Background: an optimization exercise with open tools, aiming at small area, a short achievable clock period and few clock cycles per item. Do not read the settings as production practice. The RTL was checked by simulation tests, not by an equivalence proof against the original design. Power figures rest on the tool's default switching activity, not on a simulated workload.

`flow/run.sh`:
```
#!/bin/bash
# Own layout flow: the standard ORFS flow with a few changes, chosen by the
# files beside this script:
#   env.sh      extra environment settings for ORFS (sourced first)
#   abc.script  if present, the ABC script used in place of ORFS's abc_speed.script
#               (the rest of the synthesis is the standard synthesis, unchanged)
set -euo pipefail
W=$(pwd)
F=$W/flow
if [[ -f $F/env.sh ]]; then
  source "$F/env.sh"
fi
if [[ -f $F/abc.script ]]; then
  sed "/source \$::env(SCRIPTS_DIR)\/synth_preamble.tcl/a set abc_args [lreplace \$abc_args 1 1 $F/abc.script]" \
    "$FLOW_HOME/scripts/synth.tcl" > "$W/synth_mod.tcl"
  sed "s|source \$::env(SCRIPTS_DIR)/synth.tcl|source $W/synth_mod.tcl|" \
    "$W/synth_recipe.tcl" > "$W/my_synth.tcl"
  sed "s|SYNTH_SCRIPT=[^ ]*|SYNTH_SCRIPT=$W/my_synth.tcl|" "$W/standard.sh" > "$W/my_standard.sh"
else
  cp "$W/standard.sh" "$W/my_standard.sh"
fi
bash "$W/my_standard.sh" > "$W/flow_make.log" 2>&1
```
`flow/env.sh`:
```
# IO port buffers: the smallest buffer instead of ORFS's default pick
export BUFFER_PORTS_ARGS="-buffer_cell sky130_fd_sc_hd__buf_1"
# repair_timing after CTS and global routing aims for a 9.5 ns period
export SETUP_SLACK_MARGIN=13.5
# keep out_ready and in_ready (joined by one gate) next to each other on the edge
export PRE_IO_PLACEMENT_TCL=$F/io.tcl
```
`flow/io.tcl`:
```
set_io_pin_constraint -group -order -pin_names {out_ready in_ready}
```
`standard.sh`:
```
#!/bin/bash
# synth_recipe.tcl (not shown) runs the flow's synth.tcl, then flattens the netlist and writes it again
# the make line also repeats each setting of config.mk as NAME=value (left out here)
make -C /OpenROAD-flow-scripts/flow DESIGN_CONFIG=/design/flow/config.mk WORK_HOME=/design/flow/orfs CLKGATE_MAP_FILE= SYNTH_SCRIPT=/design/flow/synth_recipe.tcl "${@:-finish}"
```
`config.mk`:
```
export PLATFORM = sky130hd
export DESIGN_NAME = m31_ext_mix16
export DESIGN_NICKNAME = m31_ext_mix16
export VERILOG_FILES = /design/flow/design.v
export SDC_FILE = /design/flow/constraint.sdc
export NUM_CORES = 4
export LEC_CHECK = 0
export CAP_MARGIN = 20
export CORE_MARGIN = 2
export CORE_UTILIZATION = 55
export CTS_BUF_LIST = sky130_fd_sc_hd__clkbuf_4 sky130_fd_sc_hd__clkbuf_8
export SLEW_MARGIN = 20
```
`constraint.sdc`:
```
create_clock -name core_clock -period 23.0 [get_ports {clk}]
set_input_delay 4.6000 -clock core_clock [delete_from_list [all_inputs] [get_ports {clk}]]
set_output_delay 4.6000 -clock core_clock [all_outputs]
set_load 0.01 [all_outputs]
```
`design.v`:
```
module m31_ext_mix16 #(
  parameter int T     = 16,
  parameter int TAG_W = 8
) (
  input  logic               clk,
  input  logic               rst_n,
  input  logic               in_valid,
  output logic               in_ready,
  input  logic [T*31-1:0]    in_state,
  input  logic [TAG_W-1:0]   in_tag,
  output logic               out_valid,
  input  logic               out_ready,
  output logic [T*31-1:0]    out_state,
  output logic [TAG_W-1:0]   out_tag
);
  function automatic logic [61:0] csa(input logic [30:0] a, input logic [30:0] b,
                                      input logic [30:0] c);
    logic [30:0] s, m;
    s = a ^ b ^ c;
    m = (a & b) | (a & c) | (b & c);
    csa = {s, m[29:0], m[30]};
  endfunction
  function automatic logic [30:0] colsum(input logic [30:0] x0, input logic [30:0] x1,
                                         input logic [30:0] x2, input logic [30:0] x3);
    logic [61:0] u, v;
    logic [30:0] r;
    logic        z;
    u = csa(x0, x1, x2);
    v = csa(u[61:31], u[30:0], x3);
    z = &(v[61:31] & v[30:0]);
    r = cadd(v[61:31], v[30:0]);
    colsum = z ? 31'd0 : r;
  endfunction
  function automatic logic [30:0] cadd(input logic [30:0] a, input logic [30:0] b);
    logic [30:0] g, t, gg, pp, gn, pn, cin;
    logic c;
    g  = a & b;
    t  = a ^ b;
    gg = g;
    pp = t;
    gn = gg; pn = pp;
    gn[1] = gg[1] | (pp[1] & gg[0]); pn[1] = pp[1] & pp[0];
    gn[3] = gg[3] | (pp[3] & gg[2]); pn[3] = pp[3] & pp[2];
    gn[5] = gg[5] | (pp[5] & gg[4]); pn[5] = pp[5] & pp[4];
    gn[7] = gg[7] | (pp[7] & gg[6]); pn[7] = pp[7] & pp[6];
    gn[9] = gg[9] | (pp[9] & gg[8]); pn[9] = pp[9] & pp[8];
    gn[11] = gg[11] | (pp[11] & gg[10]); pn[11] = pp[11] & pp[10];
    gn[13] = gg[13] | (pp[13] & gg[12]); pn[13] = pp[13] & pp[12];
    gn[15] = gg[15] | (pp[15] & gg[14]); pn[15] = pp[15] & pp[14];
    gn[17] = gg[17] | (pp[17] & gg[16]); pn[17] = pp[17] & pp[16];
    gn[19] = gg[19] | (pp[19] & gg[18]); pn[19] = pp[19] & pp[18];
    gn[21] = gg[21] | (pp[21] & gg[20]); pn[21] = pp[21] & pp[20];
    gn[23] = gg[23] | (pp[23] & gg[22]); pn[23] = pp[23] & pp[22];
    gn[25] = gg[25] | (pp[25] & gg[24]); pn[25] = pp[25] & pp[24];
    gn[27] = gg[27] | (pp[27] & gg[26]); pn[27] = pp[27] & pp[26];
    gn[29] = gg[29] | (pp[29] & gg[28]); pn[29] = pp[29] & pp[28];
    gg = gn; pp = pn;
    gn = gg; pn = pp;
    gn[3] = gg[3] | (pp[3] & gg[1]); pn[3] = pp[3] & pp[1];
    gn[7] = gg[7] | (pp[7] & gg[5]); pn[7] = pp[7] & pp[5];
    gn[11] = gg[11] | (pp[11] & gg[9]); pn[11] = pp[11] & pp[9];
    gn[15] = gg[15] | (pp[15] & gg[13]); pn[15] = pp[15] & pp[13];
    gn[19] = gg[19] | (pp[19] & gg[17]); pn[19] = pp[19] & pp[17];
    gn[23] = gg[23] | (pp[23] & gg[21]); pn[23] = pp[23] & pp[21];
    gn[27] = gg[27] | (pp[27] & gg[25]); pn[27] = pp[27] & pp[25];
    gg = gn; pp = pn;
    gn = gg; pn = pp;
    gn[7] = gg[7] | (pp[7] & gg[3]); pn[7] = pp[7] & pp[3];
    gn[15] = gg[15] | (pp[15] & gg[11]); pn[15] = pp[15] & pp[11];
    gn[23] = gg[23] | (pp[23] & gg[19]); pn[23] = pp[23] & pp[19];
    gg = gn; pp = pn;
    gn = gg; pn = pp;
    gn[15] = gg[15] | (pp[15] & gg[7]); pn[15] = pp[15] & pp[7];
    gg = gn; pp = pn;
    gn = gg; pn = pp;
    gn[23] = gg[23] | (pp[23] & gg[15]); pn[23] = pp[23] & pp[15];
    gg = gn; pp = pn;
    gn = gg; pn = pp;
    gn[11] = gg[11] | (pp[11] & gg[7]); pn[11] = pp[11] & pp[7];
    gn[19] = gg[19] | (pp[19] & gg[15]); pn[19] = pp[19] & pp[15];
    gn[27] = gg[27] | (pp[27] & gg[23]); pn[27] = pp[27] & pp[23];
    gg = gn; pp = pn;
    gn = gg; pn = pp;
    gn[5] = gg[5] | (pp[5] & gg[3]); pn[5] = pp[5] & pp[3];
    gn[9] = gg[9] | (pp[9] & gg[7]); pn[9] = pp[9] & pp[7];
    gn[13] = gg[13] | (pp[13] & gg[11]); pn[13] = pp[13] & pp[11];
    gn[17] = gg[17] | (pp[17] & gg[15]); pn[17] = pp[17] & pp[15];
    gn[21] = gg[21] | (pp[21] & gg[19]); pn[21] = pp[21] & pp[19];
    gn[25] = gg[25] | (pp[25] & gg[23]); pn[25] = pp[25] & pp[23];
    gn[29] = gg[29] | (pp[29] & gg[27]); pn[29] = pp[29] & pp[27];
    gg = gn; pp = pn;
    gn = gg; pn = pp;
    gn[2] = gg[2] | (pp[2] & gg[1]); pn[2] = pp[2] & pp[1];
    gn[4] = gg[4] | (pp[4] & gg[3]); pn[4] = pp[4] & pp[3];
    gn[6] = gg[6] | (pp[6] & gg[5]); pn[6] = pp[6] & pp[5];
    gn[8] = gg[8] | (pp[8] & gg[7]); pn[8] = pp[8] & pp[7];
    gn[10] = gg[10] | (pp[10] & gg[9]); pn[10] = pp[10] & pp[9];
    gn[12] = gg[12] | (pp[12] & gg[11]); pn[12] = pp[12] & pp[11];
    gn[14] = gg[14] | (pp[14] & gg[13]); pn[14] = pp[14] & pp[13];
    gn[16] = gg[16] | (pp[16] & gg[15]); pn[16] = pp[16] & pp[15];
    gn[18] = gg[18] | (pp[18] & gg[17]); pn[18] = pp[18] & pp[17];
    gn[20] = gg[20] | (pp[20] & gg[19]); pn[20] = pp[20] & pp[19];
    gn[22] = gg[22] | (pp[22] & gg[21]); pn[22] = pp[22] & pp[21];
    gn[24] = gg[24] | (pp[24] & gg[23]); pn[24] = pp[24] & pp[23];
    gn[26] = gg[26] | (pp[26] & gg[25]); pn[26] = pp[26] & pp[25];
    gn[28] = gg[28] | (pp[28] & gg[27]); pn[28] = pp[28] & pp[27];
    gn[30] = gg[30] | (pp[30] & gg[29]); pn[30] = pp[30] & pp[29];
    gg = gn; pp = pn;
    c = gg[30] | pp[30];
    cin[0] = c;
    for (int i = 1; i < 31; i++) cin[i] = gg[i-1] | (pp[i-1] & c);
    cadd = t ^ cin;
  endfunction
  function automatic logic [30:0] ladd(input logic [30:0] a, input logic [30:0] b);
    logic [30:0] g, t, gg, pp, gn, pn, cin;
    logic c;
    g  = a & b;
    t  = a ^ b;
    gg = g;
    pp = t;
    gn = gg; pn = pp;
    gn[1] = gg[1] | (pp[1] & gg[0]); pn[1] = pp[1] & pp[0];
    gn[3] = gg[3] | (pp[3] & gg[2]); pn[3] = pp[3] & pp[2];
    gn[5] = gg[5] | (pp[5] & gg[4]); pn[5] = pp[5] & pp[4];
    gn[7] = gg[7] | (pp[7] & gg[6]); pn[7] = pp[7] & pp[6];
    gn[9] = gg[9] | (pp[9] & gg[8]); pn[9] = pp[9] & pp[8];
    gn[11] = gg[11] | (pp[11] & gg[10]); pn[11] = pp[11] & pp[10];
    gn[13] = gg[13] | (pp[13] & gg[12]); pn[13] = pp[13] & pp[12];
    gn[15] = gg[15] | (pp[15] & gg[14]); pn[15] = pp[15] & pp[14];
    gn[17] = gg[17] | (pp[17] & gg[16]); pn[17] = pp[17] & pp[16];
    gn[19] = gg[19] | (pp[19] & gg[18]); pn[19] = pp[19] & pp[18];
    gn[21] = gg[21] | (pp[21] & gg[20]); pn[21] = pp[21] & pp[20];
    gn[23] = gg[23] | (pp[23] & gg[22]); pn[23] = pp[23] & pp[22];
    gn[25] = gg[25] | (pp[25] & gg[24]); pn[25] = pp[25] & pp[24];
    gn[27] = gg[27] | (pp[27] & gg[26]); pn[27] = pp[27] & pp[26];
    gn[29] = gg[29] | (pp[29] & gg[28]); pn[29] = pp[29] & pp[28];
    gg = gn; pp = pn;
    gn = gg; pn = pp;
    gn[3] = gg[3] | (pp[3] & gg[1]); pn[3] = pp[3] & pp[1];
    gn[7] = gg[7] | (pp[7] & gg[5]); pn[7] = pp[7] & pp[5];
    gn[11] = gg[11] | (pp[11] & gg[9]); pn[11] = pp[11] & pp[9];
    gn[15] = gg[15] | (pp[15] & gg[13]); pn[15] = pp[15] & pp[13];
    gn[19] = gg[19] | (pp[19] & gg[17]); pn[19] = pp[19] & pp[17];
    gn[23] = gg[23] | (pp[23] & gg[21]); pn[23] = pp[23] & pp[21];
    gn[27] = gg[27] | (pp[27] & gg[25]); pn[27] = pp[27] & pp[25];
    gg = gn; pp = pn;
    gn = gg; pn = pp;
    gn[7] = gg[7] | (pp[7] & gg[3]); pn[7] = pp[7] & pp[3];
    gn[15] = gg[15] | (pp[15] & gg[11]); pn[15] = pp[15] & pp[11];
    gn[23] = gg[23] | (pp[23] & gg[19]); pn[23] = pp[23] & pp[19];
    gg = gn; pp = pn;
    gn = gg; pn = pp;
    gn[15] = gg[15] | (pp[15] & gg[7]); pn[15] = pp[15] & pp[7];
    gg = gn; pp = pn;
    gn = gg; pn = pp;
    gn[23] = gg[23] | (pp[23] & gg[15]); pn[23] = pp[23] & pp[15];
    gg = gn; pp = pn;
    gn = gg; pn = pp;
    gn[11] = gg[11] | (pp[11] & gg[7]); pn[11] = pp[11] & pp[7];
    gn[19] = gg[19] | (pp[19] & gg[15]); pn[19] = pp[19] & pp[15];
    gn[27] = gg[27] | (pp[27] & gg[23]); pn[27] = pp[27] & pp[23];
    gg = gn; pp = pn;
    gn = gg; pn = pp;
    gn[5] = gg[5] | (pp[5] & gg[3]); pn[5] = pp[5] & pp[3];
    gn[9] = gg[9] | (pp[9] & gg[7]); pn[9] = pp[9] & pp[7];
    gn[13] = gg[13] | (pp[13] & gg[11]); pn[13] = pp[13] & pp[11];
    gn[17] = gg[17] | (pp[17] & gg[15]); pn[17] = pp[17] & pp[15];
    gn[21] = gg[21] | (pp[21] & gg[19]); pn[21] = pp[21] & pp[19];
    gn[25] = gg[25] | (pp[25] & gg[23]); pn[25] = pp[25] & pp[23];
    gn[29] = gg[29] | (pp[29] & gg[27]); pn[29] = pp[29] & pp[27];
    gg = gn; pp = pn;
    gn = gg; pn = pp;
    gn[2] = gg[2] | (pp[2] & gg[1]); pn[2] = pp[2] & pp[1];
    gn[4] = gg[4] | (pp[4] & gg[3]); pn[4] = pp[4] & pp[3];
    gn[6] = gg[6] | (pp[6] & gg[5]); pn[6] = pp[6] & pp[5];
    gn[8] = gg[8] | (pp[8] & gg[7]); pn[8] = pp[8] & pp[7];
    gn[10] = gg[10] | (pp[10] & gg[9]); pn[10] = pp[10] & pp[9];
    gn[12] = gg[12] | (pp[12] & gg[11]); pn[12] = pp[12] & pp[11];
    gn[14] = gg[14] | (pp[14] & gg[13]); pn[14] = pp[14] & pp[13];
    gn[16] = gg[16] | (pp[16] & gg[15]); pn[16] = pp[16] & pp[15];
    gn[18] = gg[18] | (pp[18] & gg[17]); pn[18] = pp[18] & pp[17];
    gn[20] = gg[20] | (pp[20] & gg[19]); pn[20] = pp[20] & pp[19];
    gn[22] = gg[22] | (pp[22] & gg[21]); pn[22] = pp[22] & pp[21];
    gn[24] = gg[24] | (pp[24] & gg[23]); pn[24] = pp[24] & pp[23];
    gn[26] = gg[26] | (pp[26] & gg[25]); pn[26] = pp[26] & pp[25];
    gn[28] = gg[28] | (pp[28] & gg[27]); pn[28] = pp[28] & pp[27];
    gn[30] = gg[30] | (pp[30] & gg[29]); pn[30] = pp[30] & pp[29];
    gg = gn; pp = pn;
    c = gg[30] | pp[30];
    cin[0] = c;
    for (int i = 1; i < 31; i++) cin[i] = gg[i-1] | (pp[i-1] & c);
    ladd = t ^ cin;
  endfunction
  logic [3:0][30:0] col_in;
  always_comb begin
    for (int j = 0; j < 4; j++)
      col_in[j] = colsum(in_state[31*j +: 31], in_state[31*(4+j) +: 31],
                         in_state[31*(8+j) +: 31], in_state[31*(12+j) +: 31]);
  end
  logic               vld_q;
  logic [T*31-1:0]    x_q;
  logic [3:0][30:0]   s_q;
  logic [TAG_W-1:0]   tag_q;
  logic               load;
  assign in_ready = !vld_q || out_ready;
  assign load     = in_valid && in_ready;
  always_ff @(posedge clk) begin
    if (!rst_n) vld_q <= 1'b0;
    else        vld_q <= load || (vld_q && !out_ready);
  end
  always_ff @(posedge clk) begin
    if (in_ready) begin
      x_q   <= in_state;
      s_q   <= col_in;
      tag_q <= in_tag;
    end
  end
  always_comb begin
    for (int i = 0; i < T; i++)
      out_state[31*i +: 31] = ladd(x_q[31*i +: 31], s_q[i % 4]);
  end
  assign out_valid = vld_q;
  assign out_tag   = tag_q;
endmodule
```
==> qor.yml, run 1 <==
synth_top_family_by_area: "adder cells"
yosys_warnings: 1
post-route-period-util_pct: 41.6
insertion_delay_ps: 830
cts_hold_buffers: 0
irDropWorstVdd_uv: 166
rsz0062_at_grt: "yes"
htreeDepth: 3
yosys_register_bits: 629
synth_edf_count: 628
p_per_area_nw_per_um2: 166
ys.flop_type: "edfxtp_1"
slew_headroom_pct: 30.1
fin_crit_ps: 9560
netlist_instances: 4680
layout_setup_ws_ps: 13440
rr_startpoint: "vld_q$_SDFF_PN0_"
viasPerCell: 6.15
cap_violations: 0
setup-violations-final: 0
final_cells: 7237
finalInstanceArea_um2: 59800
hp-class: "reg -> reg"
ys_seq_area_share_pct: 36.8
crit_arrival_ps: 4960
synthesis.nets: 6072
fmax_mhz: 105
core_um2: 92900
post-place-ws_ps: 12890
yosys.area_share.simple_pct: 10.9
cts_tree: "yes"
die_h_um: 310
slew_violations: 0
cts_root_buf: "clkbuf_8"
synth.avg_cell_area_um2: 11.0
pin_count: 1014
wl_um: 196000
wl_met3_um: 22000
hpwl_um: 165000
finClkSkew_ps: 39.2
drcViolationCount: 0
hold_violations: 0
wl_met2_um: 85700
p_leak_nw: 23.8
cp_cell_sequence: "buf_8 > nand2b_4 > buf_6"
clockBufferDepth: 3
synth_cell_types: 92
numCtsBuffers: 116
gp_congestion: 1.20
status: "no timing/DRC/antenna violations"
wl_per_cell_um: 27.0
cp-start-kind: "primary input"
reg2reg_depth: 6
place_area_um2: 56800
synth-compound-area-share_pct: 16.5
reg2reg_slack_ps: 18570
synth_async_sr_flop_share_pct: 0
grt_remaining_overflow: 0
cp_max_fo: 2
grt_max_degree: 136
hp-start: "vld_q$_SDFF_PN0_"
topRoutingLayerUsed: "met5"
min_to: "x_q[294]$_DFFE_PN_"
antenna_found_initial: 82
worstMarginPinSlew_ps: 1050
end_kind: "output port"
num_vias: 44534
initialDrtViolationCount: 4455
grt_first_pass_wirelength_um: 274000
numClockSinks: 629
die_w_um: 310
drt-pass1-iter-count: 6
synth_area_um2: 51300
hold_depth: 2
fill_cells: 7823
die_area_um2: 95800
fp-row-count: 112
slowest_delay_ps: 130
dp_cells: 6948
post_synth_fa_ha_maj_area_fraction_pct: 25.4
drtAntennaViolNets: 0
drive_above_1_share_pct: 5.90
initial_core_util_pct: 55.3
fin_tns_setup_ps: 0
final_nets: 7215
cp.required_ps: 18400
cp_slowest_cell: "nand2b_4"
r2r_end: "x_q[313]$_DFFE_PN_"
synth_mux_area_share_pct: 0.322
synth_xor_xnor_area_share_pct: 8.85
clkTransAtPathRegs_ps: 60
area_growth_pct: 16.6
portBuffers: 1013
crit_type: "in -> out"
met1Wirelength_um: 73900
grt_pass1_vias: 42213
grt_use_total_pct: 39.7
==> worst max-delay path: cells and delay by family <==
family,cells,cell delay (ps)
simple gates,1,130
buf+inv,2,220
==> where the power goes <==
group | switching, mW | internal (mW) | total (mW)
registers | 0.276 | 1.52 | 1.80
clock network | 0.539 | 0.642 | 1.18
logic | 4.48 | 2.45 | 6.93
==> placed cells by master, fill, tap and decap left out, types with 16 or more instances in the layout <==
cell      count
diode_2      63
a21o_1      163
and4_1       46
clkinv_1     32
nand4_1     122
nand3_1      64
o211ai_1     17
nor4_1       18
inv_1       152
buf_4        27
a21oi_1     502
o21ai_0     187
o31ai_1      16
nand2b_1     43
nor2b_1      29
edfxtp_1    628
o21bai_1     72
a31oi_1      24
and2_1       29
and3_1       21
xnor2_1     303
buf_1      1008
fa_1        264
ha_1        620
clkbuf_8    120
o21a_1       48
clkinv_2     27
a221oi_1     18
o21ai_1      17
clkbuf_4     21
nand2_1     283
nor2_1      338
xor2_1      212
nor3_1       69
a211oi_1     48
==> per-stage QoR <==
step	utilization [%]	hold slack, ps	total power [mW]
2_1_floorplan	-	4400	5.93
6_report	64.4	1060	9.91
4_1_cts	64.0	1010	9.71
3_5_place_dp	61.1	1240	8.46
5_1_grt	64.4	1060	10.5
3_3_place_gp	61.1	1210	8.41
==> synthesized netlist by cell type (all sizes together), types with 14 or more instances <==
library cell / count / share of area, %
o21bai: 76 / 1.1
edfxtp: 628 / 37
nor2b: 29 / 0.35
o21ai: 210 / 2.1
o211ai: 17 / 0.25
nand4: 122 / 1.5
nand3: 64 / 0.62
nand2b: 44 / 0.54
a221oi: 29 / 0.53
or3: 16 / 0.20
xor2: 214 / 3.7
a21o: 167 / 2.4
inv: 153 / 1.1
a21oi: 512 / 5.1
nor4: 24 / 0.29
and2: 32 / 0.39
a21boi: 18 / 0.26
a31oi: 30 / 0.40
xnor2: 305 / 5.2
and3: 21 / 0.26
nor2: 340 / 2.5
and4: 47 / 0.81
a31o: 15 / 0.26
a211oi: 52 / 0.76
nand2: 283 / 2.1
a2111oi: 14 / 0.30
o21a: 48 / 0.70
nor3: 72 / 0.70
fa: 264 / 10
clkbuf: 16 / 0.12
ha: 620 / 15
o31ai: 20 / 0.30
==> state kept, by name, indices dropped and copies added (netlist names) <==
register,cells
s_q,124
tag_q,8
vld_q,1
x_q,496
==> cells by family after synthesis <==
family,after synthesis
AOI/OAI and AO/OA,1325
and+or+nand+nor,1137
adders and majority gates,884
DFF,629
xor gates and xnor gates,519
buffers and inverters,171
muxes,15
==> per-layer routing <==
layer	global-route usage, %	up-vias
li1	-	20094
met1	50.3	21433
met2	60.0	2371
met3	11.5	588
met4	24.5	48
met5	0	-
==> repair_timing <==
action,4_1_cts,5_1_grt
pin swaps,2,6
cloned,2,0
setup buffers,7,2
endpoints found under the setup margin,118,88
gates resized for setup,39,53
==> final cells by class <==
class                           instances  area [um2]  area share (%)
Multi-Input combinational cell       3882       32200            53.8
Antenna cell                           63         158           0.263
Inverter                              153         574           0.960
Timing Repair Buffer                 1041        4050            6.76
Sequential cell                       629       18900            31.5
Clock inverter                         74         621            1.04
Clock buffer                          141        1810            3.02
Tap cell                             1254        1570            2.62
==> how the worst max path moves through the flow <==
stage	start	end	depth (start not counted)
2_1_floorplan	out_ready	in_ready	1
3_3_place_gp	out_ready	in_ready	3
3_5_place_dp	out_ready	in_ready	3
4_1_cts	s_q[69]$_SDFFCE_PP0N_	out_state[333]	12
5_1_grt	s_q[69]$_SDFFCE_PP0N_	out_state[333]	12
6_report	out_ready	in_ready	3
Testbench counts, summed over its fixed seeds: cycles 4,808, items 4,800.
==> run 2: changes to the inputs <==
--- a/config.mk
+++ b/config.mk
@@ -8,5 +8,4 @@
 export CAP_MARGIN = 20
 export CORE_MARGIN = 2
 export CORE_UTILIZATION = 55
-export CTS_BUF_LIST = sky130_fd_sc_hd__clkbuf_4 sky130_fd_sc_hd__clkbuf_8
 export SLEW_MARGIN = 20
==> run 2 against run 1 <==
Against the previous run:
- still clean on timing, DRC and antenna
- die area stayed put
- first-iteration DRC count is 4.1% higher
- clock power rose by 4%
- area after synthesis is the same
- hold slack lost 85 ps
- global-route usage decreased by 0.14 points
- clock skew decreased by 25 ps
- wire length down 0.51%
- cell count is 1.0% lower
- combinational power decreased by 0.6%
- fmax decreased by 0.17%
- register-to-register slack better by 70 ps
- largest cell class unchanged
- largest power group unchanged
==> qor.yml, run 2 <==
irDropWorstVdd_uv: 181  # +9.2%
crit_arrival_ps: 4980  # +20 ps
fmax_mhz: 104  # -0.17%
slew_headroom_pct: 27.4  # -2.6 points
hold_depth: 1  # -1
setup-violations-final: 0  # unchanged
die_h_um: 310  # unchanged
htreeDepth: 3  # unchanged
p_switching_mw: 5.25  # -0.84%
synthesis.nets: 6072  # unchanged
synth_cell_types: 92  # unchanged
synth_async_sr_flop_share_pct: 0  # unchanged
yosys_warnings: 1  # unchanged
cts_tree: "yes"
grt_first_pass_wirelength_um: 273000  # -0.48%
fin_tns_setup_ps: 0  # unchanged
yosys.area.top_type: "edfxtp_1"
dp_cells: 6948  # unchanged
cp-start-kind: "flip-flop"
gp_congestion: 1.20  # unchanged
hp-start: "vld_q$_SDFF_PN0_"
core_um2: 92900  # unchanged
hp-class: "reg -> reg"
netlist_instances: 4680  # unchanged
regMostFlops: "x_q"
area_growth_pct: 16.3
cp.required_ps: 18400  # about the same
cts_hold_buffers: 0  # unchanged
final_nets: 7177  # -0.53%
ys.flop_type: "edfxtp_1"
synth_area_um2: 51300  # unchanged
yosys_register_bits: 629  # unchanged
slew_violations: 0  # unchanged
reg2reg_depth: 6  # unchanged
p_per_area_nw_per_um2: 166  # +0.31%
hold_violations: 0  # unchanged
synth_common_cells: "edfxtp_1 (628), ha_1 (620), a21oi_1 (506), nor2_1 (340), xnor2_1 (305)"
crit_type: "reg -> out"
hpwl_um: 165000  # unchanged
fp-row-count: 112  # unchanged
drt-pass1-iter-count: 8  # +2
power_frac_seq_pct: 18.2  # about the same
p_int_mw: 4.67  # +1.2%
power_frac_clock_pct: 12.4  # +0.5 points
p_leak_nw: 23.7  # -0.63%
finClkSkew_ps: 13.7  # -25.5 ps
fin_crit_ps: 9580  # +15.8 ps
drcViolationCount: 0  # unchanged
ys_seq_area_share_pct: 36.8  # unchanged
final_cells: 7163  # -1.0%
post-route-period-util_pct: 41.6  # +0.069 points
largest_reg_flops: 496  # unchanged
wl_um: 195000  # -0.51%
die_w_um: 310  # unchanged
cp_cell_sequence: "ha_1 > nand2_1 > o21ai_1 > a221oi_1 > o21bai_1 > a21oi_1 > a211oi_2 > nor2_1 > o21ai_1 > a211oi_1 > a311oi_2 > buf_1"
cp_max_fo: 7  # +5
startpoint: "s_q[65]$_SDFFCE_PP0N_"
slowest_delay_ps: 630  # +500 ps
synth_most_common_cell: "edfxtp_1"
antenna_found_initial: 77  # -6.1%
portBuffers: 1013  # unchanged
grt_remaining_overflow: 0  # unchanged
grt_max_degree: 136  # unchanged
reg2reg_slack_ps: 18640  # +70 ps
largestRegisters: "x_q (496), s_q (124), tag_q (8)"
synth_top_area_share_pct: 36.7  # unchanged
drive_above_1_share_pct: 4.26  # -1.6 points
combPwrFrac_pct: 69.5  # -0.4 points
clkTransAtPathRegs_ps: 60  # about the same
drtAntennaViolNets: 0  # unchanged
cts_root_buf: "clkbuf_16"
initialDrtViolationCount: 4636  # +4.1%
final_cell_mix: "buf_1 (1011), edfxtp_1 (628), ha_1 (620)"
synth_edf_count: 628  # unchanged
viasPerCell: 6.18  # +0.43%
end_kind: "output port"
cp_slowest_cell: "a311oi_2"
numClockSinks: 629  # unchanged
numCtsBuffers: 76  # -34%
cap_violations: 0  # unchanged
fill_cells: 7823  # unchanged
cpMostUsedCell: "o21ai_1"
num_vias: 44266  # -0.60%
status: "no timing/DRC/antenna violations"
grt_use_total_pct: 39.5  # -0.14 points
ys_top_cells_by_area: "edfxtp_1 (37%), ha_1 (15%), fa_1 (10%), xnor2_1 (5.2%), a21oi_1 (4.9%)"
wl_per_cell_um: 27.2  # +0.52%
insertion_delay_ps: 660  # -170 ps
initial_core_util_pct: 55.3  # unchanged
rsz0062_at_grt: "yes"
synth.avg_cell_area_um2: 11.0  # unchanged
worstMarginPinSlew_ps: 1080  # +28.1 ps
pin_count: 1014  # unchanged
clockBufferDepth: 3  # unchanged
final_common_cell: "buf_1"
p_sw_share_pct: 52.9  # -0.51 points
grt_pass1_vias: 41753  # -1.1%
rr_startpoint: "vld_q$_SDFF_PN0_"
die_area_um2: 95800  # unchanged
[run 2: worst max-delay path, delay by kind of cell, from the launching register on]
family	cells	cell delay (ps)
buffers and inverters	1	220
flip-flops	1	470
AND/OR/NAND/NOR	2	280
adder cells (fa/ha/maj)	1	430
AO/OA/AOI/OAI	8	2920
[run 2: worst paths after layout]
path                        endpoint
setup reg to reg  x_q[189]$_DFFE_PN_
hold / removal    tag_q[3]$_DFFE_PN_
hold reg to reg   tag_q[3]$_DFFE_PN_
setup / recovery      out_state[333]
[run 2: power groups by stage]
stage | registers (mW) | clock network (mW) | logic (mW)
finish | 1.80 | 1.23 | 6.89
global route | 1.81 | 1.28 | 7.39
detailed placement | 1.81 | 0 | 6.65
global placement | 1.81 | 0 | 6.60
CTS | 1.79 | 1.24 | 6.71
floorplan | 1.67 | 0 | 4.26
[run 2: cell type report]
class	instances	area, um2	area share (%)
clock buffers	104	2120	3.55
diodes	63	158	0.264
clock inverters	35	327	0.547
well taps	1254	1570	2.63
flip-flops and latches	629	18900	31.6
multi-input cells	3882	32000	53.6
inverters	153	574	0.961
repair buffers	1043	4060	6.80
[run 2: routing by layer]
metal / up-vias / part of all wire, % / global-route usage, %
met5: - / 0.14 / 0
met4: 40 / 6.7 / 23.8
met3: 519 / 11 / 11.2
met2: 2274 / 44 / 60.0
met1: 21404 / 38 / 50.3
li1: 20029 / - / -
[run 2: per-stage QoR]
step | util (%) | cell area (um2) | hold WS [ps] | total power [mW] | setup WS, ps
global placement | 61.1 | 56800 | 1210 | 8.41 | 12920
finish | 64.3 | 59700 | 973 | 9.92 | 13420
CTS | 63.9 | 59300 | 972 | 9.74 | 13340
detailed placement | 61.1 | 56800 | 1240 | 8.46 | 12890
floorplan | - | 51300 | 4400 | 5.93 | 9500
global route | 64.2 | 59700 | 1000 | 10.5 | 13220
[run 2: cells by family (layout without fill, tap and decap cells)]
kind of cell	Yosys count	in the layout	share of synthesized area [%]
and+or+nand+nor	1137	1139	10.9
buffers and inverters	171	1335	1.27
muxes	15	15	0.322
AOI/OAI and AO/OA	1325	1325	16.5
adders and majority gates	884	884	25.4
other	0	63	0
DFF	629	629	36.8
xor gates and xnor gates	519	519	8.85
[run 2: timing repair]
item                                    CTS  global route
pin swaps                                 1             0
resized for setup                        15            42
endpoints found under the setup margin   58            72
buffers inserted                          2             9
hold endpoints to repair                  0             0
gates cloned                              2             0
==> run 3: changes to the inputs <==
==> flow/env.sh (replaced) <==
# IO port buffers: the smallest buffer instead of ORFS's default pick
export BUFFER_PORTS_ARGS="-buffer_cell sky130_fd_sc_hd__buf_1"
# repair_timing after CTS and global routing aims for a 9.2 ns period
export SETUP_SLACK_MARGIN=13.8
# keep out_ready and in_ready (joined by one gate) next to each other on the edge
export PRE_IO_PLACEMENT_TCL=$F/io.tcl
--- a/config.mk
+++ b/config.mk
@@ -7,5 +7,5 @@
 export LEC_CHECK = 0
 export CAP_MARGIN = 20
 export CORE_MARGIN = 2
-export CORE_UTILIZATION = 55
+export CORE_UTILIZATION = 68
 export SLEW_MARGIN = 20
==> run 3 against run 2 <==
Against the previous run:
- the flow now stops in I/O pin placement
- synthesized cell count did not move
- area after synthesis did not move
==> qor.yml, run 3 <==
synth_area_um2: 51300  # unchanged
ys_seq_area_share_pct: 36.8  # unchanged
fp-row-count: 100  # -11%
die_h_um: 279  # -9.9%
synth_most_common_cell: "edfxtp_1"
ys_top_cells_by_area: "edfxtp_1 (37%), ha_1 (15%), fa_1 (10%), xnor2_1 (5.2%), a21oi_1 (4.9%)"
synthesis.nets: 6072  # unchanged
status: "did not finish"
yosys_warnings: 1  # unchanged
die_w_um: 279  # -9.9%
synth_common_cells: "edfxtp_1 (628), ha_1 (620), a21oi_1 (506), nor2_1 (340), xnor2_1 (305)"
netlist_instances: 4680  # unchanged
haltStage: "I/O pin placement"
error_line: "[ERROR PPL-0024] Number of IO pins (1014) exceeds maximum number of available positions (1004). Increase the die perimeter from 1115.10um to 1379.04um."
yosys_register_bits: 629  # unchanged
synth_top_area_share_pct: 36.7  # unchanged
synth.avg_cell_area_um2: 11.0  # unchanged
initial_core_util_pct: 68.8  # +14 points
synth_edf_count: 628  # unchanged
synth_async_sr_flop_share_pct: 0  # unchanged
synth_cell_types: 92  # unchanged
yosys.area.top_type: "edfxtp_1"
ys.flop_type: "edfxtp_1"
run 3: cells by family after synthesis:
| kind of cell | share of synthesized area, % |
|---|---|
| AO/OA/AOI/OAI | 16.5 |
| XOR/XNOR | 8.85 |
| adder cells (fa/ha/maj) | 25.4 |
| buffers and inverters | 1.27 |
| flip-flops | 36.8 |
| multiplexers | 0.322 |
| AND/OR/NAND/NOR | 10.9 |
==> run 4: changes to the inputs <==
==> flow/env.sh (replaced) <==
# IO port buffers: the smallest buffer instead of ORFS's default pick
export BUFFER_PORTS_ARGS="-buffer_cell sky130_fd_sc_hd__buf_1"
# repair_timing after CTS and global routing aims for a 9.7 ns period
export SETUP_SLACK_MARGIN=13.3
# keep out_ready and in_ready (joined by one gate) next to each other on the edge
export PRE_IO_PLACEMENT_TCL=$F/io.tcl
--- a/config.mk
+++ b/config.mk
@@ -7,5 +7,8 @@
 export LEC_CHECK = 0
 export CAP_MARGIN = 20
 export CORE_MARGIN = 2
-export CORE_UTILIZATION = 68
+export CORE_UTILIZATION = 55
+export CTS_BUF_LIST = sky130_fd_sc_hd__clkbuf_8 sky130_fd_sc_hd__clkbuf_16
+export CTS_CLUSTER_DIAMETER = 80
+export CTS_CLUSTER_SIZE = 24
 export SLEW_MARGIN = 20
==> run 4 against run 3 <==
Against the previous run:
- the run now finishes clean
- area after synthesis is the same
- synthesized cell count is the same
==> qor.yml, run 4 <==
largestRegisters: "x_q (496), s_q (124), tag_q (8)"
grt_remaining_overflow: 0
synth.avg_cell_area_um2: 11.0  # unchanged
die_area_um2: 95800
hpwl_um: 167000
slowest_delay_ps: 160
htreeDepth: 2
p_leak_nw: 23.1
cp.required_ps: 18400
ys.flop_type: "edfxtp_1"
irDropWorstVdd_uv: 127
final_nets: 7135
die_h_um: 310  # +11%
crit_end: "in_ready"
finClkSkew_ps: 21.0
yosys_warnings: 1  # unchanged
initial_core_util_pct: 55.3  # -14 points
slew_headroom_pct: 28.8
yosys_register_bits: 629  # unchanged
reg2reg_slack_ps: 18280
wl_um: 196000
grt_first_pass_wirelength_um: 274000
clkTransAtPathRegs_ps: 100
pin_count: 1014
final_cell_mix: "buf_1 (1012), edfxtp_1 (628), ha_1 (620)"
r2r_end: "x_q[327]$_DFFE_PN_"
fmax_mhz: 103
p_per_area_nw_per_um2: 164
netlist_instances: 4680  # unchanged
die_w_um: 310  # +11%
final_cells: 7080
hold_violations: 0
cap_violations: 0
rr_startpoint: "vld_q$_SDFF_PN0_"
final_common_cell: "buf_1"
cp_cell_sequence: "clkbuf_2 > nand2b_4 > buf_1"
synth_common_cells: "edfxtp_1 (628), ha_1 (620), a21oi_1 (506), nor2_1 (340), xnor2_1 (305)"
crit_type: "in -> out"
area_growth_pct: 14.2
synth_most_common_cell: "edfxtp_1"
cp_slowest_cell: "clkbuf_2"
fin_crit_ps: 9670
fin_util_pct: 63.1
regMostFlops: "x_q"
num_vias: 43950
initialDrtViolationCount: 4598
cp-start-kind: "primary input"
synthesis.nets: 6072  # unchanged
cts_tree: "yes"
antenna_found_initial: 62
insertion_delay_ps: 650
cts_hold_buffers: 0
fp-row-count: 112  # +12%
ys_top_cells_by_area: "edfxtp_1 (37%), ha_1 (15%), fa_1 (10%), xnor2_1 (5.2%), a21oi_1 (4.9%)"
viasPerCell: 6.21
setup-violations-final: 0
slew_violations: 0
synth_top_area_share_pct: 36.7  # unchanged
drt-pass1-iter-count: 5
dp_cells: 6947
grt_max_degree: 169
hp-class: "reg -> reg"
synth_area_um2: 51300  # unchanged
portBuffers: 1013
cp_max_fo: 3
ys_seq_area_share_pct: 36.8  # unchanged
reg2reg_depth: 6
end_kind: "output port"
drive_above_1_share_pct: 3.36
synth_cell_types: 92  # unchanged
startpoint: "out_ready"
crit_arrival_ps: 5070
numClockSinks: 629
drcViolationCount: 0
status: "no timing/DRC/antenna violations"
cts_root_buf: "clkbuf_16"
worstMarginPinSlew_ps: 1060
drtAntennaViolNets: 0
synth_edf_count: 628  # unchanged
wl_per_cell_um: 27.7
yosys.area.top_type: "edfxtp_1"
fill_cells: 7979
fin_tns_setup_ps: 0
gp_congestion: 1.06
grt_pass1_vias: 40974
numCtsBuffers: 44
clockBufferDepth: 3
grt_use_total_pct: 39.7
synth_async_sr_flop_share_pct: 0  # unchanged
largest_reg_flops: 496
rsz0062_at_grt: "yes"
post-route-period-util_pct: 42.0
core_um2: 92900
[run 4: cell counts after synthesis]
No cell type changed its count.
[run 4: timing repair]
item	in CTS	in global routing
gates cloned	2	0
resized for setup	6	18
pin swaps	0	2
setup endpoints to repair	10	52
buffers inserted	1	1
[run 4: worst min path at each step]
stage                          start                    to  slack, ps  cells after the start
floorplan           vld_q$_SDFF_PN0_  s_q[0]$_SDFFCE_PP0N_       4400                      1
global placement    vld_q$_SDFF_PN0_      vld_q$_SDFF_PN0_       1170                      2
CTS                 vld_q$_SDFF_PN0_    x_q[424]$_DFFE_PN_        980                      1
finish              vld_q$_SDFF_PN0_    x_q[301]$_DFFE_PN_        990                      1
detailed placement  vld_q$_SDFF_PN0_      vld_q$_SDFF_PN0_       1170                      2
global route        vld_q$_SDFF_PN0_    x_q[177]$_DFFE_PN_       1010                      2
[run 4: power breakdown]
part | switching (mW) | total [mW] | internal (mW)
clock network | 0.484 | 0.920 | 0.436
registers | 0.280 | 1.80 | 1.52
logic | 4.50 | 6.91 | 2.42
total | 5.26 | 9.63 | 4.37
[run 4: layout make-up]
class | instances | area [um2] | share of cell area (%)
repair buffers | 1033 | 3970 | 6.77
multi-input cells | 3882 | 31900 | 54.5
clock inverters | 35 | 453 | 0.773
diodes | 49 | 123 | 0.209
inverters | 153 | 574 | 0.980
clock buffers | 45 | 1130 | 1.92
well taps | 1254 | 1570 | 2.68
flip-flops and latches | 629 | 18900 | 32.2
[run 4: per-stage QoR]
| step | setup slack, ps | area, um2 | power (mW) | hold slack, ps |
|---|---|---|---|---|
| after floorplan | 9500 | 51300 | 5.93 | 4400 |
| after global routing | 13260 | 58600 | 10.2 | 1010 |
| after detailed placement | 12930 | 56800 | 8.52 | 1170 |
| after CTS | 13210 | 58400 | 9.47 | 978 |
| after global placement | 12940 | 56800 | 8.48 | 1170 |
| final | 13330 | 58600 | 9.63 | 995 |
[run 4: cells by family after synthesis]
kind of cell | share of synthesized area (%)
and+or+nand+nor | 10.9
AOI/OAI and AO/OA | 16.5
buffers and inverters | 1.27
DFF | 36.8
muxes | 0.322
xor gates and xnor gates | 8.85
adders and majority gates | 25.4
[run 4: layer usage]
metal / global-route usage (%) / part of all wire [%] / up-vias
li1: - / - / 19899
met1: 51.4 / 38 / 21298
met2: 60.8 / 44 / 2263
met3: 10.5 / 11 / 458
met4: 22.1 / 6.2 / 32
met5: 0 / 0.099 / -
[run 4: critical path, delay by kind of cell]
family	cells	cell delay [ps]
buffers and inverters	2	320
and+or+nand+nor	1	150
==> run 5: changes to the inputs <==
==> flow/env.sh (replaced) <==
# IO port buffers: the smallest buffer instead of ORFS's default pick
export BUFFER_PORTS_ARGS="-buffer_cell sky130_fd_sc_hd__buf_1"
# repair_timing after CTS and global routing aims for a 9.5 ns period
export SETUP_SLACK_MARGIN=13.5
# keep out_ready and in_ready (joined by one gate) next to each other on the edge
export PRE_IO_PLACEMENT_TCL=$F/io.tcl
--- a/config.mk
+++ b/config.mk
@@ -11,4 +11,5 @@
 export CTS_BUF_LIST = sky130_fd_sc_hd__clkbuf_8 sky130_fd_sc_hd__clkbuf_16
 export CTS_CLUSTER_DIAMETER = 80
 export CTS_CLUSTER_SIZE = 24
+export PLACE_DENSITY = 0.8
 export SLEW_MARGIN = 20
==> run 5 against run 4 <==
Against the previous run:
- register-to-register slack got worse by 870 ps
- critical path depth rose by 9
- first-iteration DRC count rose by 3.7%
- flip-flop and latch count did not move
- total power fell by 1.1%
==> qor.yml, run 5 <==
status: "no timing/DRC/antenna violations"
grt_first_pass_wirelength_um: 265000  # -3.2%
die_w_um: 310  # unchanged
fin_tns_setup_ps: 0  # unchanged
final_nets: 7133  # -0.028%
reg2reg_depth: 7  # +1
ff_latch_area_um2: 18900  # unchanged
clockBufferDepth: 3  # unchanged
ys_top_cells_by_area: "edfxtp_1 (37%), ha_1 (15%), fa_1 (10%), xnor2_1 (5.2%), a21oi_1 (4.9%)"
die_area_um2: 95800  # unchanged
synth_top_area_share_pct: 36.7  # unchanged
clkTransAtPathRegs_ps: 90  # about the same
slew_headroom_pct: 17.0  # -12 points
slew_violations: 0  # unchanged
cts_tree: "yes"
final_common_cell: "buf_1"
cp_max_fo: 6  # +3
wl_um: 187000  # -4.8%
synthesis.nets: 6072  # unchanged
cts_hold_buffers: 0  # unchanged
hold_slack_ps: 1010  # +12.4 ps
finClkSkew_ps: 19.3  # -1.76 ps
pin_count: 1014  # unchanged
rr_startpoint: "vld_q$_SDFF_PN0_"
die_h_um: 310  # unchanged
grt_max_degree: 178  # +5.3%
p_leak_nw: 23.1  # about the same
layout_setup_ws_ps: 13380  # +46.5 ps
cp-start-kind: "flip-flop"
gp_congestion: 1.04  # -2.1%
met2_usage_pct: 57.8  # -3.0 points
fill_cells: 7555  # -5.3%
fmax_mhz: 104  # +0.48%
grt_remaining_overflow: 0  # unchanged
p_per_area_nw_per_um2: 163  # -1.0%
synth_cell_types: 92  # unchanged
crit_arrival_ps: 5020  # -50 ps
initialDrtViolationCount: 4766  # +3.7%
synth_async_sr_flop_share_pct: 0  # unchanged
rsz0062_at_grt: "yes"
setup-violations-final: 0  # unchanged
drtAntennaViolNets: 0  # unchanged
antenna_found_initial: 64  # +3.2%
multiInputGateArea_um2: 32000  # +0.27%
yosys_register_bits: 629  # unchanged
crit_end: "out_state[195]"
hold_depth: 2  # +1
core_um2: 92900  # unchanged
startpoint: "s_q[70]$_SDFFCE_PP0N_"
crit_type: "reg -> out"
largest_reg_flops: 496  # unchanged
use_met1_pct: 46.4  # -5.0 points
r2r_end: "x_q[217]$_DFFE_PN_"
top_usage_layer: "met2"
num_vias: 44812  # +2.0%
netlist_instances: 4680  # unchanged
hp-class: "reg -> reg"
hold_violations: 0  # unchanged
initial_core_util_pct: 55.3  # unchanged
numClockSinks: 629  # unchanged
drive_above_1_share_pct: 3.45  # +0.089 points
synth_common_cells: "edfxtp_1 (628), ha_1 (620), a21oi_1 (506), nor2_1 (340), xnor2_1 (305)"
post-route-period-util_pct: 41.8  # -0.20 points
reg2reg_slack_ps: 17410  # -870 ps
yosys_warnings: 1  # unchanged
fp-row-count: 112  # unchanged
largestRegisters: "x_q (496), s_q (124), tag_q (8)"
synth_edf_count: 628  # unchanged
wl_per_cell_um: 26.3  # -4.8%
numCtsBuffers: 41  # -6.8%
final_cell_mix: "buf_1 (1010), edfxtp_1 (628), ha_1 (620)"
grt_use_met3_pct: 10.2  # -0.33 points
grt_use_total_pct: 37.4  # -2.3 points
portBuffers: 1013  # unchanged
ys.flop_type: "edfxtp_1"
grt_pass1_vias: 42480  # +3.7%
regMostFlops: "x_q"
hpwl_um: 156000  # -6.3%
synth_most_common_cell: "edfxtp_1"
irDropWorstVdd_uv: 149  # +17%
viasPerCell: 6.32  # +1.9%
cts_root_buf: "clkbuf_16"
htreeDepth: 2  # unchanged
fin_crit_ps: 9620  # -46.5 ps
end_kind: "output port"
synth.avg_cell_area_um2: 11.0  # unchanged
drcViolationCount: 0  # unchanged
worstMarginPinSlew_ps: 1250  # +189 ps
yosys.area.top_type: "edfxtp_1"
insertion_delay_ps: 610  # -40 ps
drt-pass1-iter-count: 7  # +2
cp.required_ps: 18400  # about the same
synth_area_um2: 51300  # unchanged
area_growth_pct: 14.0  # about the same
post-place-ws_ps: 12960  # +30.4 ps
cap_violations: 0  # unchanged
ys_seq_area_share_pct: 36.8  # unchanged
power_mw: 9.53  # -1.1%
[run 5: final cells by class]
type	instances	area share, %
multi-input combinational	3882	54.7
sequential	629	32.2
timing repair buffer	1034	6.83
tap	1254	2.68
clock buffer	43	1.84
inverter	153	0.981
clock inverter	32	0.524
antenna	59	0.252
[run 5: cells by family after synthesis]
family	after synthesis	synth area share (%)
adder cells (fa/ha/maj)	884	25.4
flip-flops	629	36.8
multiplexers	15	0.322
XOR/XNOR	519	8.85
buffers and inverters	171	1.27
AND/OR/NAND/NOR	1137	10.9
AO/OA/AOI/OAI	1325	16.5
[run 5: how the worst min path moves through the flow]
stage	from	slack, ps	end
floorplan	vld_q$_SDFF_PN0_	4400	s_q[0]$_SDFFCE_PP0N_
global placement	vld_q$_SDFF_PN0_	1080	x_q[24]$_DFFE_PN_
detailed placement	vld_q$_SDFF_PN0_	1080	x_q[24]$_DFFE_PN_
CTS	vld_q$_SDFF_PN0_	1000	x_q[156]$_DFFE_PN_
global route	vld_q$_SDFF_PN0_	1030	x_q[156]$_DFFE_PN_
finish	vld_q$_SDFF_PN0_	1010	x_q[156]$_DFFE_PN_
[run 5: timing repair]
action / in CTS / in global routing
buffers inserted: 1 / 6
hold endpoints to repair: 0 / 0
setup endpoints to repair: 35 / 129
resized for setup: 15 / 33
gates cloned: 2 / 0
pin swaps: 0 / 3
[run 5: metal layers]
layer,routed length [um],up-vias
met5,182,-
met4,14100,26
met3,21500,636
met2,82900,2785
met1,68000,21442
li1,-,19923
[run 5: through the flow]
step	area [um2]	cells	utilization (%)
2_1_floorplan	51300	4680	-
3_3_place_gp	56800	6943	61.1
3_5_place_dp	56800	6943	61.1
4_1_cts	58200	7021	62.7
5_1_grt	58500	7073	63.0
6_report	58600	7086	63.0
[run 5: worst max-delay path, stage by stage (launching register included)]
cell and delay [ps]:
edfxtp_1 510, ha_1 450, nand4_1 380, or2_2 430, o221ai_1 380, a21o_1 360, a2111oi_4 140, nor2_1 240
a21boi_0 260, o21ai_2 360, a21oi_1 140, xnor2_1 540, buf_1 220
[run 5: report_power, final]
part / total [mW] / internal, mW / switching, mW
logic: 6.90 / 2.43 / 4.48
clock network: 0.833 / 0.364 / 0.469
registers: 1.79 / 1.52 / 0.273
total: 9.53 / 4.31 / 5.22
==> run 6: changes to the inputs <==
--- a/config.mk
+++ b/config.mk
@@ -11,5 +11,4 @@
 export CTS_BUF_LIST = sky130_fd_sc_hd__clkbuf_8 sky130_fd_sc_hd__clkbuf_16
 export CTS_CLUSTER_DIAMETER = 80
 export CTS_CLUSTER_SIZE = 24
-export PLACE_DENSITY = 0.8
 export SLEW_MARGIN = 20
==> run 6 against run 5 <==
Against the previous run:
- critical path depth down 9
- non-clock buffer count up 13
- first-iteration DRC count down 11%
- combinational power about the same
- total power up 0.86%
- critical path type is now in -> out
- largest cell class unchanged
- highest routed layer unchanged
==> qor.yml, run 6 <==
largest_reg_flops: 496  # unchanged
post_synth_fa_ha_maj_area_fraction_pct: 25.4  # unchanged
reg2reg_slack_ps: 18590  # +1180 ps
die_area_um2: 95800  # unchanged
drcViolationCount: 0  # unchanged
end_kind: "output port"
wl_met3_um: 20200  # -5.9%
yosys_warnings: 1  # unchanged
drive_above_1_share_pct: 3.97  # +0.52 points
num_vias: 44053  # -1.7%
final_common_cell: "buf_1"
yosys.area_share.simple_pct: 10.9  # unchanged
synth-compound-area-share_pct: 16.5  # unchanged
initialDrtViolationCount: 4258  # -11%
grt_max_degree: 136  # -24%
fp-row-count: 112  # unchanged
gp_congestion: 1.20  # +16%
crit_type: "in -> out"
cp_max_fo: 2  # -4
hold_violations: 0  # unchanged
hpwl_um: 165000  # +5.4%
post-route-period-util_pct: 41.6  # -0.25 points
largestRegisters: "x_q (496), s_q (124), tag_q (8)"
p_sw_share_pct: 54.4  # -0.39 points
grt_first_pass_wirelength_um: 271000  # +2.2%
worstMarginPinSlew_ps: 1040  # -205 ps
wl_met2_um: 85700  # +3.3%
p_per_area_nw_per_um2: 163  # +0.28%
synthesis.nets: 6072  # unchanged
synth_area_um2: 51300  # unchanged
htreeDepth: 2  # unchanged
regMostFlops: "x_q"
wl_per_cell_um: 27.3  # +3.6%
hp-start: "vld_q$_SDFF_PN0_"
p_int_mw: 4.38  # +1.7%
setup-violations-final: 0  # unchanged
slew_violations: 0  # unchanged
finClkSkew_ps: 28.7  # +9.42 ps
drt-pass1-iter-count: 8  # +1
irDropWorstVdd_uv: 148  # -0.78%
min_to: "s_q[54]$_SDFFCE_PP0N_"
rsz0062_at_grt: "yes"
synth.avg_cell_area_um2: 11.0  # unchanged
met1Wirelength_um: 74800  # +10%
ff_latch_area_um2: 18900  # unchanged
initial_core_util_pct: 55.3  # unchanged
status: "no timing/DRC/antenna violations"
crit_arrival_ps: 4960  # -60 ps
grt_remaining_overflow: 0  # unchanged
clkTransAtPathRegs_ps: 100  # about the same
cts_root_buf: "clkbuf_16"
core_um2: 92900  # unchanged
yosys_register_bits: 629  # unchanged
wl_um: 194000  # +3.9%
synth_xor_xnor_area_share_pct: 8.85  # unchanged
insertion_delay_ps: 660  # +50 ps
fin_crit_ps: 9560  # -57.0 ps
synth_cell_types: 92  # unchanged
p_switching_mw: 5.23  # +0.14%
cp-start-kind: "primary input"
die_h_um: 310  # unchanged
synth_common_cells: "edfxtp_1 (628), ha_1 (620), a21oi_1 (506), nor2_1 (340), xnor2_1 (305)"
r2r_end: "x_q[312]$_DFFE_PN_"
final_cell_mix: "buf_1 (1010), edfxtp_1 (628), ha_1 (620)"
ys_top_cells_by_area: "edfxtp_1 (37%), ha_1 (15%), fa_1 (10%), xnor2_1 (5.2%), a21oi_1 (4.9%)"
synth_mux_area_share_pct: 0.322  # unchanged
die_w_um: 310  # unchanged
pin_count: 1014  # unchanged
synth_edf_count: 628  # unchanged
final_cells: 7105  # +0.27%
power_frac_clock_pct: 9.6  # +0.9 points
fin_tns_setup_ps: 0  # unchanged
synth_top_area_share_pct: 36.7  # unchanged
multiInputGateArea_um2: 32000  # about the same
topRoutingLayerUsed: "met5"
ys.flop_type: "edfxtp_1"
ys_seq_area_share_pct: 36.8  # unchanged
combPwrFrac_pct: 71.7  # -0.7 points
rr_startpoint: "vld_q$_SDFF_PN0_"
synth_most_common_cell: "edfxtp_1"
yosys.area.top_type: "edfxtp_1"
synth_async_sr_flop_share_pct: 0  # unchanged
portBuffers: 1013  # unchanged
viasPerCell: 6.20  # -2.0%
power_frac_seq_pct: 18.7  # about the same
numCtsBuffers: 45  # +9.8%
antenna_found_initial: 76  # +19%
synth_top_family_by_area: "adder cells"
area_growth_pct: 14.7
dp_cells: 6948  # +0.072%
fmax_mhz: 105  # +0.60%
fin_util_pct: 63.4  # +0.37 points
final_nets: 7150  # +0.24%
hold_depth: 2  # unchanged
grt_use_total_pct: 39.2  # +1.8 points
grt_pass1_vias: 41447  # -2.4%
cp.required_ps: 18400  # about the same
hp-class: "reg -> reg"
slew_headroom_pct: 30.7  # +14 points
fill_cells: 7909  # +4.7%
clockBufferDepth: 3  # unchanged
cap_violations: 0  # unchanged
netlist_instances: 4680  # unchanged
p_leak_nw: 23.3  # +0.66%
drtAntennaViolNets: 0  # unchanged
numClockSinks: 629  # unchanged
reg2reg_depth: 6  # -1
cts_tree: "yes"
-- run 6: cell counts after synthesis --
Identical to the previous run, type by type.
-- run 6: per-stage QoR --
step	hold WS [ps]	setup slack, ps	power, mW	area (um2)
after global routing	1070	13430	10.2	58900
after CTS	1020	13320	9.43	58500
final	1070	13440	9.61	58900
after global placement	1210	12920	8.41	56800
after detailed placement	1240	12890	8.46	56800
after floorplan	4400	9500	5.93	51300
-- run 6: repair_timing --
| item | CTS | global route |
|---|---|---|
| buffers inserted | 2 | 13 |
| resized for setup | 20 | 39 |
| setup endpoints to repair | 63 | 56 |
| cloned | 2 | 0 |
| hold buffers | 0 | 0 |
| pin swaps | 1 | 4 |
-- run 6: cell type report --
class	count	share of cell area, %
clock buffers	47	2.00
well taps	1254	2.66
repair buffers	1047	6.95
inverters	153	0.975
flip-flops and latches	629	32.1
diodes	58	0.246
multi-input cells	3882	54.4
clock inverters	35	0.731
-- run 6: worst max path at each step --
stage,from,end,slack (ps)
3_5_place_dp,out_ready,in_ready,12890
5_1_grt,out_ready,in_ready,13430
6_report,out_ready,in_ready,13440
2_1_floorplan,out_ready,in_ready,9500
3_3_place_gp,out_ready,in_ready,12920
4_1_cts,out_ready,in_ready,13320
-- run 6: worst max-delay path, stage by stage --
cell and delay, ps:
buf_12 100, nand2b_4 130, buf_6 130
-- run 6: kinds of logic after synthesis --
group,count (synthesis)
AO/OA/AOI/OAI,1325
AND/OR/NAND/NOR,1137
adder cells (fa/ha/maj),884
flip-flops,629
XOR/XNOR,519
buffers and inverters,171
multiplexers,15
-- run 6: routing by layer --
metal | GRT usage (%) | vias to the layer above
met5 | 0 | -
met4 | 23.4 | 34
met3 | 10.2 | 487
met2 | 59.8 | 2216
met1 | 50.3 | 21382
li1 | - | 19934
-- run 6: power groups by stage --
stage	sequential [mW]	clock [mW]	combinational (mW)
global route	1.80	0.960	7.39
floorplan	1.67	0	4.26
detailed placement	1.81	0	6.65
CTS	1.79	0.929	6.72
global placement	1.81	0	6.60
finish	1.80	0.922	6.89
==> run 7: changes to the inputs <==
--- a/config.mk
+++ b/config.mk
@@ -7,7 +7,7 @@
 export LEC_CHECK = 0
 export CAP_MARGIN = 20
 export CORE_MARGIN = 2
-export CORE_UTILIZATION = 55
+export CORE_UTILIZATION = 58
 export CTS_BUF_LIST = sky130_fd_sc_hd__clkbuf_8 sky130_fd_sc_hd__clkbuf_16
 export CTS_CLUSTER_DIAMETER = 80
 export CTS_CLUSTER_SIZE = 24
==> run 7 against run 6 <==
Against the previous run:
- via count rose by 0.49%
- largest cell class unchanged
- sequential share of layout area rose by 0.081 points
- first-iteration DRC count rose by 7.8%
- largest power group unchanged
- die area fell by 5.1%
- count of clock-buffer cells in the layout fell by 2
- still clean
==> qor.yml, run 7 <==
synth_area_um2: 51300  # unchanged
synthesis.nets: 6072  # unchanged
worstMarginPinSlew_ps: 1210  # +168 ps
initialDrtViolationCount: 4591  # +7.8%
initial_core_util_pct: 58.3  # +3.0 points
grt_remaining_overflow: 0  # unchanged
fp-row-count: 109  # -2.7%
portBuffers: 1013  # unchanged
fill_cells: 7271  # -8.1%
area_growth_pct: 14.4
cp_cell_sequence: "buf_8 > nand2b_4 > buf_6"
finClkSkew_ps: 19.3  # -9.43 ps
fmax_mhz: 105  # +0.18%
slew_violations: 0  # unchanged
cap_violations: 0  # unchanged
antenna_found_initial: 76  # unchanged
cts_tree: "yes"
irDropWorstVdd_uv: 158  # +7.1%
fin_crit_ps: 9550  # -17.3 ps
largestRegisters: "x_q (496), s_q (124), tag_q (8)"
numCtsBuffers: 45  # unchanged
finalInstanceArea_um2: 58700  # -0.25%
grt_use_total_pct: 41.4  # +2.2 points
p_switching_mw: 5.33  # +2.1%
wl_per_cell_um: 27.6  # +1.2%
ys_top_cells_by_area: "edfxtp_1 (37%), ha_1 (15%), fa_1 (10%), xnor2_1 (5.2%), a21oi_1 (4.9%)"
slew_headroom_pct: 18.6  # -12 points
cts_root_buf: "clkbuf_16"
regMostFlops: "x_q"
synth_top_area_share_pct: 36.7  # unchanged
combPwrFrac_pct: 72.1  # +0.4 points
final_cells: 7022  # -1.2%
ys.flop_type: "edfxtp_1"
final_nets: 7142  # -0.11%
synth.avg_cell_area_um2: 11.0  # unchanged
final_cell_mix: "buf_1 (1011), edfxtp_1 (628), ha_1 (620)"
grt_max_degree: 78  # -43%
yosys.area.top_type: "edfxtp_1"
dp_cells: 6860  # -1.3%
power_frac_seq_pct: 18.5  # -0.2 points
hpwl_um: 163000  # -1.2%
insertion_delay_ps: 650  # about the same
cp_slowest_cell: "nand2b_4"
drt-pass1-iter-count: 6  # -2
final_common_cell: "buf_1"
setup-violations-final: 0  # unchanged
p_int_mw: 4.35  # -0.70%
synth_edf_count: 628  # unchanged
ff_latch_area_um2: 18900  # unchanged
viasPerCell: 6.30  # +1.7%
clockBufferDepth: 3  # unchanged
yosys_warnings: 1  # unchanged
pin_count: 1014  # unchanged
ys_seq_area_share_pct: 36.8  # unchanged
p_per_area_nw_per_um2: 165  # +1.1%
hp-class: "reg -> reg"
hold_slack_ps: 1030  # -40.0 ps
clkTransAtPathRegs_ps: 100  # about the same
status: "no timing/DRC/antenna violations"
slowest_delay_ps: 130  # about the same
p_sw_share_pct: 55.1  # +0.68 points
wl_um: 194000  # about the same
core_um2: 88100  # -5.2%
fin_tns_setup_ps: 0  # unchanged
end_kind: "output port"
place_area_um2: 56700  # -0.20%
netlist_instances: 4680  # unchanged
drcViolationCount: 0  # unchanged
critPathBufInv: 2  # unchanged
cp-start-kind: "primary input"
drtAntennaViolNets: 0  # unchanged
synth_common_cells: "edfxtp_1 (628), ha_1 (620), a21oi_1 (506), nor2_1 (340), xnor2_1 (305)"
rsz0062_at_grt: "yes"
yosys_register_bits: 629  # unchanged
drive_above_1_share_pct: 3.86  # -0.11 points
die_w_um: 302  # -2.6%
synth_cell_types: 92  # unchanged
crit_type: "in -> out"
die_h_um: 302  # -2.6%
cp_max_fo: 2  # unchanged
die_area_um2: 90900  # -5.1%
grt_pass1_vias: 41731  # +0.69%
grt_first_pass_wirelength_um: 272000  # +0.53%
gp_congestion: 1.07  # -10%
synth_most_common_cell: "edfxtp_1"
synth_async_sr_flop_share_pct: 0  # unchanged
hold_violations: 0  # unchanged
cpLargestDelayFamily: "buffers and inverters"
numClockSinks: 629  # unchanged
multiInputGateArea_um2: 32100  # +0.16%
power_frac_clock_pct: 9.4  # -0.2 points
crit_arrival_ps: 4950  # about the same
htreeDepth: 2  # unchanged
post-route-period-util_pct: 41.5  # -0.075 points
cp.required_ps: 18400  # about the same
largest_reg_flops: 496  # unchanged
num_vias: 44270  # +0.49%
p_leak_nw: 23.2  # -0.29%
==> run 7: cell counts after synthesis <==
No cell type changed its count.
==> run 7: metrics by stage <==
step / setup slack, ps / utilization, % / total power, mW
floorplan: 9500 / - / 5.93
global placement: 12820 / 64.3 / 8.44
detailed placement: 12820 / 64.3 / 8.51
CTS: 13290 / 66.3 / 9.47
global route: 13450 / 66.6 / 10.2
finish: 13450 / 66.7 / 9.69
==> run 7: cell type report <==
| cell class | instances | area share [%] |
|---|---|---|
| clock inverter | 35 | 0.735 |
| timing repair buffer | 1039 | 6.84 |
| sequential | 629 | 32.1 |
| multi-input combinational | 3882 | 54.6 |
| clock buffer | 45 | 1.92 |
| antenna | 74 | 0.315 |
| tap | 1165 | 2.48 |
| inverter | 153 | 0.978 |
==> run 7: cell families after synthesis <==
| family | share of synthesized area (%) |
|---|---|
| AO/OA/AOI/OAI | 16.5 |
| XOR/XNOR | 8.85 |
| adder cells (fa/ha/maj) | 25.4 |
| buffers and inverters | 1.27 |
| flip-flops | 36.8 |
| multiplexers | 0.322 |
| AND/OR/NAND/NOR | 10.9 |
==> run 7: metal layers <==
layer / vias up / GRT usage [%] / routed length, um
met1: 21211 / 52.6 / 71500
met2: 2568 / 61.6 / 84900
met5: - / 0 / 138
met3: 540 / 11.9 / 23300
met4: 24 / 27.3 / 14200
li1: 19927 / - / -
==> run 7: power by group through the flow <==
stage	clock network [mW]	logic, mW	registers, mW
4_1_cts	0.911	6.78	1.78
6_report	0.907	6.99	1.79
3_5_place_dp	0	6.71	1.80
2_1_floorplan	0	4.26	1.67
5_1_grt	0.945	7.46	1.80
3_3_place_gp	0	6.64	1.80
==> run 7: what timing repair did <==
action,4_1_cts,5_1_grt
setup endpoints to repair,62,60
gates cloned,2,0
pin swaps,1,2
setup buffers,3,3
hold buffers,0,0
resized for setup,25,34
==> run 7: worst register-to-register path, cell delays in order, from the launching register on <==
cell,delay (ps)
dfxtp_1,420
nand2b_4,120
buf_4,300
buf_4,740
buf_4,890
buf_4,830
==> run 7: final timing paths <==
| kind | start | end | slack (ps) | cells past startpoint |
|---|---|---|---|---|
| worst max-delay path | out_ready | in_ready | 13450 | 3 |
| worst min-delay path | vld_q$_SDFF_PN0_ | x_q[308]$_DFFE_PN_ | 1030 | 2 |
| worst max register to register | vld_q$_SDFF_PN0_ | x_q[191]$_DFFE_PN_ | 19270 | 5 |
| worst min register to register | vld_q$_SDFF_PN0_ | x_q[308]$_DFFE_PN_ | 1030 | 2 |

port drivers added, routing unchanged:
How much do the figures lean on ideal ports? The routed layouts below were timed once more, with nothing changed but the port constraints. Step 1 sets driving cells, clkbuf_16 on the clock port and buf_2 on the other inputs (assumed; they add their load-dependent delay and slew). Step 2 also shifts input and output timing later by t, the mid clock arrival at the registers, as if the neighbouring blocks saw the same clock. Three values: no drivers, after step 1, after step 2; two values: the first two.
run	t, ns	setup WS [ns]	worst setup path at the end	pins driven straight from the clock port
run 1	0.876	13.440 / 13.397 / 13.397	input to output	1
run 2	0.728	13.424 / 13.341 / 13.401	input to output	1
run 4	0.729	13.332 / 13.254 / 13.306	input to output	1
run 5	0.680	13.379 / 13.308 / 13.199	input to register	1
run 6	0.726	13.436 / 13.385 / 13.385	input to output	1
run 7	0.708	13.453 / 13.410 / 13.410	input to output	1
After both steps every run listed still meets setup and hold. For run 5, which loses most, drivers alone change the setup slack by -0.071 ns; drivers and shift together by -0.180 ns.
